What follows belongs to an exercise in optimizing a design on an open flow for small area, a short achievable clock period and few clock cycles per item; a production flow would make more cautious choices.
In this exercise RTL edits were held to simulation tests only and were not proved equivalent to the original.

## JK
==> flow/design.v (excerpt) <==
module bitmap_fit_allocator (
  input  logic        clk,
  input  logic        rst,
  input  logic        req_valid,
  output logic        req_ready,
  input  logic        req_action,
  input  logic [1:0]  req_algorithm,
  input  logic [10:0] req_count,
  input  logic [9:0]  req_start,
  output logic        rsp_valid,
  input  logic        rsp_ready,
  output logic [1:0]  rsp_status,
  output logic [9:0]  rsp_start,
  output logic [10:0] rsp_count,
  output logic [10:0] rsp_free
);
Size in the first run: roughly 13000 cells after synthesis, roughly 64 I/O pins, about 98000 µm² of cells after synthesis.
==> flow/config.mk <==
export PLATFORM = sky130hd
export DESIGN_NAME = bitmap_fit_allocator
export DESIGN_NICKNAME = bitmap_fit_allocator
export VERILOG_FILES = /design/flow/design.v
export SDC_FILE = /design/flow/constraint.sdc
export NUM_CORES = 4
export LEC_CHECK = 0
export CAP_MARGIN = 20
export CORE_MARGIN = 2
export CORE_UTILIZATION = 40
export SETUP_SLACK_MARGIN = 5
export SLEW_MARGIN = 20
==> flow/constraint.sdc <==
create_clock -name core_clock -period 15.0 [get_ports {clk}]
set_input_delay 3.0000 -clock core_clock [delete_from_list [all_inputs] [get_ports {clk}]]
set_output_delay 3.0000 -clock core_clock [all_outputs]
set_load 0.01 [all_outputs]
standard.sh (not shown) runs the stock make flow with config.mk's settings and CLKGATE_MAP_FILE= SYNTH_SCRIPT=/design/flow/synth_recipe.tcl, a recipe that flattens the netlist after the stock synthesis.
==> flow/flow/run.sh <==
#!/bin/bash
set -uo pipefail
WORK=$(pwd)
PLAT=${FLOW_PLATFORM:-sky130hd}
RES=orfs/results/$PLAT/bitmap_fit_allocator/base

# 1. The standard synthesis, in orfs/ where standard.sh keeps its results.
bash standard.sh synth > synth_standard.log 2>&1 || exit 1

# 2. The own synthesis, in orfs_own/, with a copy of ORFS's scripts whose abc
#    script is flow/abc_map.script.
rm -rf scripts_own
cp -r "$FLOW_HOME/scripts" scripts_own
cp flow/abc_map.script scripts_own/abc_speed.script
sed -e "s#WORK_HOME=[^ ]*#WORK_HOME=$WORK/orfs_own#" \
    -e "s#\"\${@:-finish}\"#ADDER_MAP_FILE= SCRIPTS_DIR=$WORK/scripts_own \"\${@:-finish}\"#" \
    standard.sh > standard_own.sh
RES_OWN=orfs_own/results/$PLAT/bitmap_fit_allocator/base
if bash standard_own.sh synth > synth_own.log 2>&1; then
  regs() {
    grep -oE 'sky130_fd_sc_hd__[a-z0-9]*df[a-z0-9]*_[0-9]+ +[^ (]+' "$1" | sort
  }
  regs $RES/1_2_yosys.v > regs_standard.txt
  regs $RES_OWN/1_2_yosys.v > regs_own.txt
  if [[ -s regs_standard.txt ]] && cmp -s regs_standard.txt regs_own.txt; then
    echo "registers match: using the own synthesis" > synth_choice.log
    for f in 1_2_yosys.v 1_2_yosys.sdc 1_synth.odb 1_synth.sdc; do
      cp $RES_OWN/$f $RES/$f
    done
  else
    echo "registers differ: using the standard synthesis" > synth_choice.log
    diff regs_standard.txt regs_own.txt >> synth_choice.log
  fi
else
  echo "own synthesis failed: using the standard synthesis" > synth_choice.log
fi

# 3. The rest of the standard flow, from the floorplan to the final DEF.
bash standard.sh > layout.log 2>&1
==> flow/flow/abc_map.script <==
strash
dch
map -B 0.9
buffer
upsize
dnsize
Testbench counts of JK, summed over its fixed seeds: cycles 15,290, items 3,200.
Setup changes, JK to MS
-- flow/design.v --
<<< JK, line 110
  localparam int NW    = 1024 / W;         
  localparam int AW    = IdxW - LW;        
  localparam int KS    = 4;                
  localparam int NS    = W >> KS;          
  localparam logic [1:0] K_SCAN = 2'd0;    
>>> MS, line 110
  localparam int NW    = 1024 / W;         
  localparam int AW    = IdxW - LW;        
  localparam int KS    = 5;                
  localparam int NS    = W >> KS;          
  localparam logic [1:0] K_SCAN = 2'd0;    
<<< JK, line 126
  logic [W-1:0]  rd;
  logic [AW-1:0] rp;         
  logic          wr_en;
  logic [W-1:0]  wr_word, wr_bus;
>>> MS, line 126
  logic [W-1:0]  rd;
  logic [AW-1:0] rp;         
  logic [NW-1:0] rsel;       
  logic          wr_en;
  logic [W-1:0]  wr_word, wr_bus;
<<< JK, line 131
  always_ff @(posedge clk) begin
    for (int i = 0; i < NW; i++) begin
      if (rst || (wr_en && rp == AW'(i))) fmap[i] <= wr_bus;
    end
    for (int i = 1; i < NW; i++) begin
      if (rst || (wr_en && rp == AW'(i))) wone[i] <= &wr_bus;
    end
  end
  assign rd = fmap[rp];
  logic          nxt_v;
  bfa_pkg::req_t cur, nxt;
>>> MS, line 132
  always_ff @(posedge clk) begin
    for (int i = 0; i < NW; i++) begin
      if (rst || (wr_en && rsel[i])) fmap[i] <= wr_bus;
    end
    for (int i = 1; i < NW; i++) begin
      if (rst || (wr_en && rsel[i])) wone[i] <= &wr_bus;
    end
  end
  always_comb begin
    rd = '0;
    for (int i = 0; i < NW; i++) rd = rd | (fmap[i] & {W{rsel[i]}});
  end
  logic          nxt_v;
  bfa_pkg::req_t cur, nxt;
<<< JK, line 184
    for (int i = 0; i < W; i++) r_cnt = r_cnt + (LW+1)'(c_bits[i]);
  end
  logic            t_v;
  logic [1:0]      t_k;
>>> MS, line 188
    for (int i = 0; i < W; i++) r_cnt = r_cnt + (LW+1)'(c_bits[i]);
  end
  logic r_tail, t_tail;
  always_comb begin
    r_tail = 1'b1;
    for (int i = 1; i < NW; i++) if (AW'(i) > rp && !wone[i]) r_tail = 1'b0;
  end
  logic            t_v;
  logic [1:0]      t_k;
<<< JK, line 221
  assign wfull = wpre[LW];
  assign base  = {t_w, {LW{1'b0}}};
  always_comb begin
    tail = 1'b1;
    for (int i = 1; i < NW; i++) if (AW'(i) > t_w && !wone[i]) tail = 1'b0;
  end
  assign xtra    = tail ? CntW'({~t_w, {LW{1'b0}}}) : '0;
  assign i_start = base | IdxW'(wbs);
>>> MS, line 230
  assign wfull = wpre[LW];
  assign base  = {t_w, {LW{1'b0}}};
  assign tail = t_tail;
  assign xtra    = tail ? CntW'({~t_w, {LW{1'b0}}}) : '0;
  assign i_start = base | IdxW'(wbs);
<<< JK, line 348
        t_last <= 1'b0;
        t_w    <= rp;
        t_s    <= lo;
        t_n    <= cur.cluster_count;
>>> MS, line 354
        t_last <= 1'b0;
        t_w    <= rp;
        t_tail <= r_tail;
        t_s    <= lo;
        t_n    <= cur.cluster_count;
<<< JK, line 368
          if (rp == AW'(NW - 1)) mode <= M_WAIT;
          rp <= rp + 1'b1;
        end else if (mode == M_MARK) begin
          t_v    <= !alloc;
>>> MS, line 375
          if (rp == AW'(NW - 1)) mode <= M_WAIT;
          rp <= rp + 1'b1;
          rsel <= {rsel[NW-2:0], rsel[NW-1]};
        end else if (mode == M_MARK) begin
          t_v    <= !alloc;
<<< JK, line 373
          t_last <= mark_last;
          rp     <= rp + 1'b1;
        end
        if (load) begin
>>> MS, line 381
          t_last <= mark_last;
          rp     <= rp + 1'b1;
          rsel   <= {rsel[NW-2:0], rsel[NW-1]};
        end
        if (load) begin
<<< JK, line 388
          lo   <= src.start_index;
          rp   <= src.start_index[IdxW-1:LW];
        end else if (r_done) begin
          mode <= M_IDLE;
>>> MS, line 397
          lo   <= src.start_index;
          rp   <= src.start_index[IdxW-1:LW];
          rsel <= NW'(1) << src.start_index[IdxW-1:LW];
        end else if (r_done) begin
          mode <= M_IDLE;
<<< JK, line 394
          lo   <= n_s;
          rp   <= n_s[IdxW-1:LW];
        end
        c_v    <= t_v && !scan_end;
>>> MS, line 404
          lo   <= n_s;
          rp   <= n_s[IdxW-1:LW];
          rsel <= NW'(1) << n_s[IdxW-1:LW];
        end
        c_v    <= t_v && !scan_end;
--- outcome ---
There was hardly any difference in detailed-route vias per instance between MS and JK.
Going from JK to MS, the area of all sequential standard cells was found to have gone down by about 4%.
Summary of MS over JK: first-iteration DRC count now sits higher, post-route worst setup slack now sits higher.
Looking only at core box area, and setting everything else aside, the higher value of MS and JK goes to JK.
Against JK, MS comes in 4.1% lower on number of clock buffers inserted by TritonCTS.
Higher wire length of the first global-routing pass was reported by JK, not MS.
On overall die area, JK loses to MS.
MS vs JK, fraction of met3 tracks used by global routing went up by 0.46 points.
Testbench counts of MS, summed over its fixed seeds: cycles 15,290, items 3,200.

[separate check: timing with driven ports]
In the flow no input, the clock included, has a driving cell. The finished layouts below were timed again as built, in two steps.
Step 1: set_driving_cell puts a clkbuf_16 on clk and a buf_2 on each other input, an assumption about the parent block.
Step 2 also shifts input and output timing later by t, the mid clock arrival at the registers, as if the neighbouring blocks saw the same clock.
a / b / c = ideal / step 1 / step 2; a / b = the first two.
| run | shift t [ns] | slack for setup (ns) | worst register clock-pin slew, ns | worst data-port slew with drivers (ns) | cell pins on the clock port's net |
|---|---|---|---|---|---|
| JK | 0.915 | 5.459 / 5.459 / 5.459 | 0.07 / 0.07 | 0.07 | 1 |
| MS | 0.923 | 5.643 / 5.643 / 5.643 | 0.09 / 0.09 | 0.11 | 1 |
After both steps every run listed still meets setup and hold.
